This design comes from an exercise in tuning for small area on the open sky130 flow, not from production work. Only simulation tests tie the RTL to the original design; equivalence was not proved.

==> flow/design.v <==
`default_nettype none
package corePkg;
	typedef enum logic [7-1:0]
	{
		OP_ADD = 7'h00,
		OP_SUB = 7'h01,
		OP_MUL = 7'h02,
		OP_MOV = 7'h14,
		OP_MOVI = 7'h15,
		OP_NOP = 7'h7f
	} opcodeT;
	typedef logic [5-1:0] regIdxT;
	typedef logic [3-1:0] robIdxT;
	typedef logic [32-1:0] wordT;
endpackage
`default_nettype wire
`timescale 1ns/10ps
`default_nettype none
module issueQueue
(
	input logic clk,
	input logic rst,
	input logic instValid,
	input logic [32-1:0] inst,
	input logic headTake,
	output logic headValid,
	output logic [32-1:0] headInst,
	output logic instCredit
);
	localparam int PtrBits = $clog2(4);
	localparam int CountBits = $clog2(4 + 1);
	logic [32-1:0] mem [4];
	logic [PtrBits-1:0] rdPtr;
	logic [PtrBits-1:0] wrPtr;
	logic [CountBits-1:0] count;
	logic popFire;
	assign headValid = count != '0;
	assign headInst = mem[rdPtr];
	assign popFire = headTake && headValid;
	always_ff @(posedge clk)
	begin
		if (instValid)
			mem[wrPtr] <= inst;
	end
	always_ff @(posedge clk)
	begin
		if (rst)
		begin
			rdPtr <= '0;
			wrPtr <= '0;
			count <= '0;
			instCredit <= 1'b0;
		end
		else
		begin
			if (instValid)
				wrPtr <= wrPtr + 1'b1;
			if (popFire)
				rdPtr <= rdPtr + 1'b1;
			count <= count + CountBits'(instValid) - CountBits'(popFire);
			instCredit <= popFire;
		end
	end
endmodule
`default_nettype wire
`timescale 1ns/10ps
`default_nettype none
module registerFile
(
	input logic clk,
	input logic rst,
	input corePkg::regIdxT readIdx1,
	input corePkg::regIdxT readIdx2,
	input logic wbEnable,
	input corePkg::regIdxT wbIdx,
	input corePkg::wordT wbData,
	output corePkg::wordT readData1,
	output corePkg::wordT readData2
);
	corePkg::wordT regs [2**5];
	assign readData1 = regs[readIdx1];
	assign readData2 = regs[readIdx2];
	always_ff @(posedge clk)
	begin
		if (rst)
		begin
			for (int i = 0; i < 2**5; i++)
				regs[i] <= '0;
		end
		else if (wbEnable)
			regs[wbIdx] <= wbData;
	end
endmodule
`default_nettype wire
`timescale 1ns/10ps
`default_nettype none
module dispatchUnit
(
	input logic clk,
	input logic rst,
	input logic headValid,
	input logic [32-1:0] headInst,
	input corePkg::wordT readData1,
	input corePkg::wordT readData2,
	input logic robFull,
	input corePkg::robIdxT robTail,
	input logic wbEnable,
	input corePkg::regIdxT wbIdx,
	output logic headTake,
	output corePkg::regIdxT readIdx1,
	output corePkg::regIdxT readIdx2,
	output logic robAlloc,
	output corePkg::regIdxT allocDst,
	output corePkg::robIdxT allocIdx,
	output logic aluIssue,
	output logic [7-1:0] aluOp,
	output corePkg::wordT aluA,
	output corePkg::wordT aluB,
	output corePkg::robIdxT aluRob,
	output logic multIssue,
	output corePkg::wordT multA,
	output corePkg::wordT multB,
	output corePkg::robIdxT multRob
);
	logic [7-1:0] opcode;
	corePkg::regIdxT dst;
	corePkg::regIdxT src1;
	corePkg::regIdxT src2;
	corePkg::wordT imm;
	logic isAlu;
	logic isMul;
	logic useSrc1;
	logic useSrc2;
	logic stall;
	logic issueFire;
	logic [2**5-1:0] pending;
	assign opcode = headInst[31:25];
	assign dst = headInst[24:20];
	assign src1 = headInst[19:15];
	assign src2 = headInst[14:10];
	assign imm = {{(32 - 20){headInst[19]}}, headInst[19:0]};
	assign isMul = opcode == corePkg::OP_MUL;
	assign isAlu = (opcode == corePkg::OP_ADD) || (opcode == corePkg::OP_SUB) ||
		(opcode == corePkg::OP_MOV) || (opcode == corePkg::OP_MOVI);
	assign useSrc1 = (opcode == corePkg::OP_ADD) || (opcode == corePkg::OP_SUB) ||
		(opcode == corePkg::OP_MUL) || (opcode == corePkg::OP_MOV);
	assign useSrc2 = (opcode == corePkg::OP_ADD) || (opcode == corePkg::OP_SUB) ||
		(opcode == corePkg::OP_MUL);
	assign stall = robFull || (useSrc1 && pending[src1]) || (useSrc2 && pending[src2]) ||
		pending[dst];
	assign issueFire = headValid && (isAlu || isMul) && !stall;
	assign headTake = issueFire || (headValid && !isAlu && !isMul);
	assign readIdx1 = src1;
	assign readIdx2 = src2;
	assign robAlloc = issueFire;
	assign allocDst = dst;
	assign allocIdx = robTail;
	assign aluIssue = issueFire && isAlu;
	assign aluOp = opcode;
	assign aluA = (opcode == corePkg::OP_MOVI) ? imm : readData1;
	assign aluB = ((opcode == corePkg::OP_ADD) || (opcode == corePkg::OP_SUB)) ? readData2 : '0;
	assign aluRob = robTail;
	assign multIssue = issueFire && isMul;
	assign multA = readData1;
	assign multB = readData2;
	assign multRob = robTail;
	always_ff @(posedge clk)
	begin
		if (rst)
			pending <= '0;
		else
		begin
			if (wbEnable)
				pending[wbIdx] <= 1'b0;
			if (robAlloc)
				pending[allocDst] <= 1'b1;
		end
	end
endmodule
`default_nettype wire
`timescale 1ns/10ps
`default_nettype none
module executeUnit
(
	input logic clk,
	input logic rst,
	input logic aluIssue,
	input logic [7-1:0] aluOp,
	input corePkg::wordT aluA,
	input corePkg::wordT aluB,
	input corePkg::robIdxT aluRob,
	input logic multIssue,
	input corePkg::wordT multA,
	input corePkg::wordT multB,
	input corePkg::robIdxT multRob,
	output logic aluDone,
	output corePkg::robIdxT aluDoneRob,
	output corePkg::wordT aluResult,
	output logic multDone,
	output corePkg::robIdxT multDoneRob,
	output corePkg::wordT multResult
);
	logic [3-1:0] multValid;
	corePkg::robIdxT multRobPipe [3];
	corePkg::wordT multPipe [3];
	always_ff @(posedge clk)
	begin
		if (rst)
			aluDone <= 1'b0;
		else
			aluDone <= aluIssue;
	end
	always_ff @(posedge clk)
	begin
		aluDoneRob <= aluRob;
		aluResult <= (aluOp == corePkg::OP_SUB) ? aluA - aluB : aluA + aluB;
	end
	always_ff @(posedge clk)
	begin
		if (rst)
			multValid <= '0;
		else
			multValid <= {multValid[3-2:0], multIssue};
	end
	always_ff @(posedge clk)
	begin
		multRobPipe[0] <= multRob;
		multPipe[0] <= multA * multB;
		for (int i = 1; i < 3; i++)
		begin
			multRobPipe[i] <= multRobPipe[i-1];
			multPipe[i] <= multPipe[i-1];
		end
	end
	assign multDone = multValid[3-1];
	assign multDoneRob = multRobPipe[3-1];
	assign multResult = multPipe[3-1];
endmodule
`default_nettype wire
`timescale 1ns/10ps
`default_nettype none
module reorderBuffer
(
	input logic clk,
	input logic rst,
	input logic robAlloc,
	input corePkg::regIdxT allocDst,
	input corePkg::robIdxT allocIdx,
	input logic aluDone,
	input corePkg::robIdxT aluDoneRob,
	input corePkg::wordT aluResult,
	input logic multDone,
	input corePkg::robIdxT multDoneRob,
	input corePkg::wordT multResult,
	input logic commitCredit,
	output logic robFull,
	output corePkg::robIdxT robTail,
	output logic wbEnable,
	output corePkg::regIdxT wbIdx,
	output corePkg::wordT wbData,
	output logic commitValid,
	output corePkg::regIdxT commitDst,
	output corePkg::wordT commitData
);
	localparam int CountBits = 3 + 1;
	localparam int CreditBits = $clog2(4 + 1);
	corePkg::regIdxT dstMem [8];
	corePkg::wordT dataMem [8];
	logic [8-1:0] done;
	corePkg::robIdxT head;
	corePkg::robIdxT tail;
	logic [CountBits-1:0] count;
	logic [CreditBits-1:0] credits;
	logic commitFire;
	assign robFull = count == CountBits'(8);
	assign robTail = tail;
	assign commitFire = (count != '0) && done[head] && (credits != '0);
	assign wbEnable = commitFire;
	assign wbIdx = dstMem[head];
	assign wbData = dataMem[head];
	assign commitValid = commitFire;
	assign commitDst = wbIdx;
	assign commitData = wbData;
	always_ff @(posedge clk)
	begin
		if (robAlloc)
			dstMem[allocIdx] <= allocDst;
		if (aluDone)
			dataMem[aluDoneRob] <= aluResult;
		if (multDone)
			dataMem[multDoneRob] <= multResult;
	end
	always_ff @(posedge clk)
	begin
		if (rst)
		begin
			done <= '0;
			head <= '0;
			tail <= '0;
			count <= '0;
			credits <= CreditBits'(4);
		end
		else
		begin
			if (robAlloc)
			begin
				done[allocIdx] <= 1'b0;
				tail <= tail + 1'b1;
			end
			if (aluDone)
				done[aluDoneRob] <= 1'b1;
			if (multDone)
				done[multDoneRob] <= 1'b1;
			if (commitFire)
				head <= head + 1'b1;
			count <= count + CountBits'(robAlloc) - CountBits'(commitFire);
			credits <= credits + CreditBits'(commitCredit) - CreditBits'(commitFire);
		end
	end
endmodule
`default_nettype wire
`timescale 1ns/10ps
`default_nettype none
module execCore
(
	input logic clk,
	input logic rst,
	input logic instValid,
	input logic [32-1:0] inst,
	input logic commitCredit,
	output logic instCredit,
	output logic commitValid,
	output corePkg::regIdxT commitDst,
	output corePkg::wordT commitData
);
	logic headValid;
	logic [32-1:0] headInst;
	logic headTake;
	corePkg::regIdxT readIdx1;
	corePkg::regIdxT readIdx2;
	corePkg::wordT readData1;
	corePkg::wordT readData2;
	logic robFull;
	corePkg::robIdxT robTail;
	logic robAlloc;
	corePkg::regIdxT allocDst;
	corePkg::robIdxT allocIdx;
	logic aluIssue;
	logic [7-1:0] aluOp;
	corePkg::wordT aluA;
	corePkg::wordT aluB;
	corePkg::robIdxT aluRob;
	logic multIssue;
	corePkg::wordT multA;
	corePkg::wordT multB;
	corePkg::robIdxT multRob;
	logic aluDone;
	corePkg::robIdxT aluDoneRob;
	corePkg::wordT aluResult;
	logic multDone;
	corePkg::robIdxT multDoneRob;
	corePkg::wordT multResult;
	logic wbEnable;
	corePkg::regIdxT wbIdx;
	corePkg::wordT wbData;
	issueQueue issueQueue_inst (.*);
	dispatchUnit dispatchUnit_inst (.*);
	registerFile registerFile_inst (.*);
	executeUnit executeUnit_inst (.*);
	reorderBuffer reorderBuffer_inst (.*);
endmodule
`default_nettype wire
==> flow/run.sh <==
#!/bin/bash
# synth_recipe.tcl (not shown) runs the flow's synth.tcl, then flattens the netlist and writes it again
# the make line also repeats each setting of config.mk as NAME=value (left out here)
make -C /OpenROAD-flow-scripts/flow DESIGN_CONFIG=/design/flow/config.mk WORK_HOME=/design/flow/orfs CLKGATE_MAP_FILE= SYNTH_SCRIPT=/design/flow/synth_recipe.tcl finish
==> flow/config.mk <==
export PLATFORM = sky130hd
export DESIGN_NAME = execCore
export DESIGN_NICKNAME = execCore
export VERILOG_FILES = /design/flow/design.v
export SDC_FILE = /design/flow/constraint.sdc
export NUM_CORES = 4
export LEC_CHECK = 0
export CAP_MARGIN = 20
export CORE_MARGIN = 2
export CORE_UTILIZATION = 40
export SLEW_MARGIN = 20
==> flow/constraint.sdc <==
create_clock -name core_clock -period 12.0 [get_ports {clk}]
set_input_delay 2.4000 -clock core_clock [delete_from_list [all_inputs] [get_ports {clk}]]
set_output_delay 2.4000 -clock core_clock [all_outputs]
set_load 0.01 [all_outputs]
==> metrics.md <==
| Metric | Value |
|---|---|
| Status | `complete, no violations` |
| WL final | `363000 µm` |
| Synth top area share | `0.4499` |
| First-pass GRT wire length | `510000 µm` |
| Layout cells sized above 1 | `0.2180` |
| CTS max path bufs | `3` |
| Die area | `245600 µm²` |
| FP Rows | `180` |
| Worst path buffer plus inverter count | `3` |
| Post-CTS Setup Repair Bufs | `0` |
| CTS resizes | `0` |
| Hold_buf cts | `0` |
| Synth warn | `7` |
| Root Buffer | `clkbuf_16` |
| Largest delay contributor family on the critical path | `adder cells` |
| Reg area | `47640 µm²` |
| Routed vias/inst | `6.275` |
| TNS Setup | `0 ns` |
| Antenna viol nets, final | `0` |
| Most area-consuming cells after synthesis | `edfxtp_1, mux4_2, fa_1, nor2_1, dfxtp_1` |
| Filler cell count | `21520` |
| Sink Count | `1655` |
| Worst skew pair latency | `0.88 ns` |
| Syn nets | `8264` |
| RSZ-0062 raised after global routing | `false` |
| Grt total ovfl | `0` |
| Area growth, synth to finish | `11.56%` |
| # IOs | `75` |
| Largest net degree at the start of global routing | `65` |
| Initial core utilization | `0.4022` |
| Initial antenna violation count | `8` |
| Port bufs | `74` |
| Vias in the first global route | `69040` |
| Starting DRT DRC Count | `11040` |
| Post-synth top area cell | `edfxtp_1` |
| Worst Skew | `0.06742 ns` |
| Worst Max-Slew Pin Slew | `1.197 ns` |
| Final setup margin | `0.8170 ns` |
| Total track usage | `0.2932` |
| Final setup fails | `0` |
| Max-slew violation count | `0` |
| Top FF cell, synth | `edfxtp_1` |
| CP dominant cell by count | `xnor2_1` |
| Final cycle utilization of the critical path | `0.9319` |
| Number of synthesized flops with an enable pin | `1448` |
| Post-DP HPWL | `229000 µm` |
| Chip width | `495.6 µm` |
| Mean post-synth cell area | `12.67 µm²` |
| Most frequent cells in the layout | `nor2_1, edfxtp_1, inv_1` |
| Multi-input logic area | `45210 µm²` |
| First-pass DRT Iterations | `6` |
| Seq/Total Area, Yosys | `0.4927` |
| Mapped Cells | `7628` |
| Slew HR | `0.2000` |
| WL/cell | `33.20 µm` |
| Critical path endpoint category | `flip-flop` |
| DR DRC count | `0` |
| Final min period | `11.18 ns` |
| Kind of launch point of the worst setup path | `flip-flop` |
| Critical Path RT | `12.71 ns` |
| Clock Pin Slew Worst Setup and Hold Paths | `0.06 ns` |
| Vias | `68620` |
| Hold_ws | `0.3209 ns` |
| CTS Buf Count | `172` |
| Endpoints failing hold | `0` |
| Fmax | `89.42 MHz` |
| GP Congestion | `0.9327` |
| Synth Register Bits | `1655` |
| Max incr delay on CP | `0.90 ns` |
| CTS tree | `built` |
| Core ar. | `240300 µm²` |
| Die height | `495.6 µm` |
| Worst-path fanout max | `22` |
| Arrival @ worst endpoint | `11.90 ns` |
| Crit path kind | `flip-flop to flip-flop` |
| Post-place setup slack | `0.9999 ns` |
| Distinct cell type count after synthesis | `80` |
| H-tree depth | `4` |
| Max-cap violations | `0` |
| CP max stage cell | `mux4_2` |
| Nets@finish | `8237` |
| Async set-or-reset flop fraction in the synthesized netlist | `0` |
| Commonest non-fill, non-tap cell in the layout | `nor2_1` |
| Synthesized cell area | `96660 µm²` |
| Worst hold path class | `flip-flop to flip-flop` |
## worst reg2reg max path: cells and delay by family (launching register included)
family / cells / cell delay [ns]
AND/OR/NAND/NOR: 4 / 2.22
AO/OA/AOI/OAI: 1 / 0.35
buffers and inverters: 3 / 0.62
XOR/XNOR: 11 / 2.19
multiplexers: 1 / 0.91
adder cells (fa/ha/maj): 8 / 4.00
flip-flops: 1 / 0.77
## registers in the layout, summed over array words and instances (netlist names), 8 cells and up, named ones only
register	flops
registerFile_inst.regs	1024
reorderBuffer_inst.dataMem	256
issueQueue_inst.mem	128
executeUnit_inst.multPipe	96
reorderBuffer_inst.dstMem	40
dispatchUnit_inst.pending	32
executeUnit_inst.aluResult	32
executeUnit_inst.multRobPipe	9
reorderBuffer_inst.done	8
## cell families (layout without fill, tap and decap cells)
logic type / Yosys count / count (layout) / share of synthesized area
AO/OA/AOI/OAI: 638 / 638 / 0.04413
XOR/XNOR: 142 / 142 / 0.01329
adder cells (fa/ha/maj): 600 / 600 / 0.1097
buffers and inverters: 1146 / 1264 / 0.04822
flip-flops: 1655 / 1655 / 0.4927
multiplexers: 1061 / 1061 / 0.1858
other: 0 / 4 / 0
AND/OR/NAND/NOR: 2386 / 2386 / 0.1061
## path summary, 6_finish.rpt
| check | startpoint | endpoint | slack [ns] | cells past startpoint |
|---|---|---|---|---|
| min reg2reg | executeUnit_inst.multPipe[0][11] | executeUnit_inst.multPipe[1][11] | 0.32 | 0 |
| min | executeUnit_inst.multPipe[0][11] | executeUnit_inst.multPipe[1][11] | 0.32 | 0 |
| max | flip-flop | executeUnit_inst.multPipe[0][31] | 0.82 | 28 |
| max reg2reg | flip-flop | executeUnit_inst.multPipe[0][31] | 0.82 | 28 |
## cells in the mapped netlist, types with 24 or more instances
library cell and instances:
buf_2 74, nor2b_1 53, a22oi_1 127, xnor2_1 106, nand3_1 86, inv_1 570, a21o_1 30, fa_1 412
xor2_1 33, mux2i_1 232, o21ai_0 104, nand4_1 33, a31oi_1 24, mux4_2 559, a21oi_1 157, nor3_1 38
or2_2 145, dfxtp_1 207, nand2b_1 71, buf_1 42, and2_1 26, mux2_2 269, edfxtp_1 1448, and3_1 34
ha_1 188, clkbuf_1 415, nand2_1 383, buf_6 25, nor2_1 1464
## area by class of cell
class                           count  share of cell area
Sequential cell                  1655              0.4418
Multi-Input combinational cell   4827              0.4193
Clock buffer                      225             0.04311
Tap cell                         3185             0.03696
Timing Repair Buffer              374             0.02922
Inverter                          571             0.01988
Clock inverter                     94            0.009643
Antenna cell                        4          0.00009283
## layer usage
layer	vias up	share of wire	GRT usage
met5	-	0.00033	0.002124
met4	8	0.065	0.1592
met3	1135	0.13	0.08301
met2	5202	0.44	0.4381
met1	35110	0.37	0.3868
li1	27170	-	-
## per-stage QoR
step / util / cells / area (µm²)
6_report: 0.4487 / 10940 / 107800
5_1_grt: 0.4487 / 10930 / 107800
4_1_cts: 0.4487 / 10930 / 107800
3_5_place_dp: 0.4250 / 10610 / 102100
3_3_place_gp: 0.4250 / 10610 / 102100
2_1_floorplan: - / 7628 / 96660

==> separate check: timing with driven ports <==
In the flow no input, the clock included, has a driving cell. The finished layout below was timed again as built, in two steps.
Step 1 (the two cells are an assumption about what drives the block):
set clk [get_ports {clk}]
set_driving_cell -lib_cell sky130_fd_sc_hd__clkbuf_16 $clk
set_driving_cell -lib_cell sky130_fd_sc_hd__buf_2 [delete_from_list [all_inputs] $clk]
Step 2 adds t to the input delays and takes it off the output delays; t is the mean of the earliest and latest rising clock arrival at the registers after step 1. Input paths then give back, and output paths get back, about the clock's delay inside the block.
Slacks: no drivers / after step 1 / after step 2; pairs: no drivers / after step 1.
t, ns: 0.945
slack for setup (ns): 0.817 / 0.817 / 0.817
pins driven straight from the clock port: 1
After both steps setup and hold are still met in this run. The setup slack of this run moves by 0.000 ns with the drivers and by 0.000 ns with both steps.
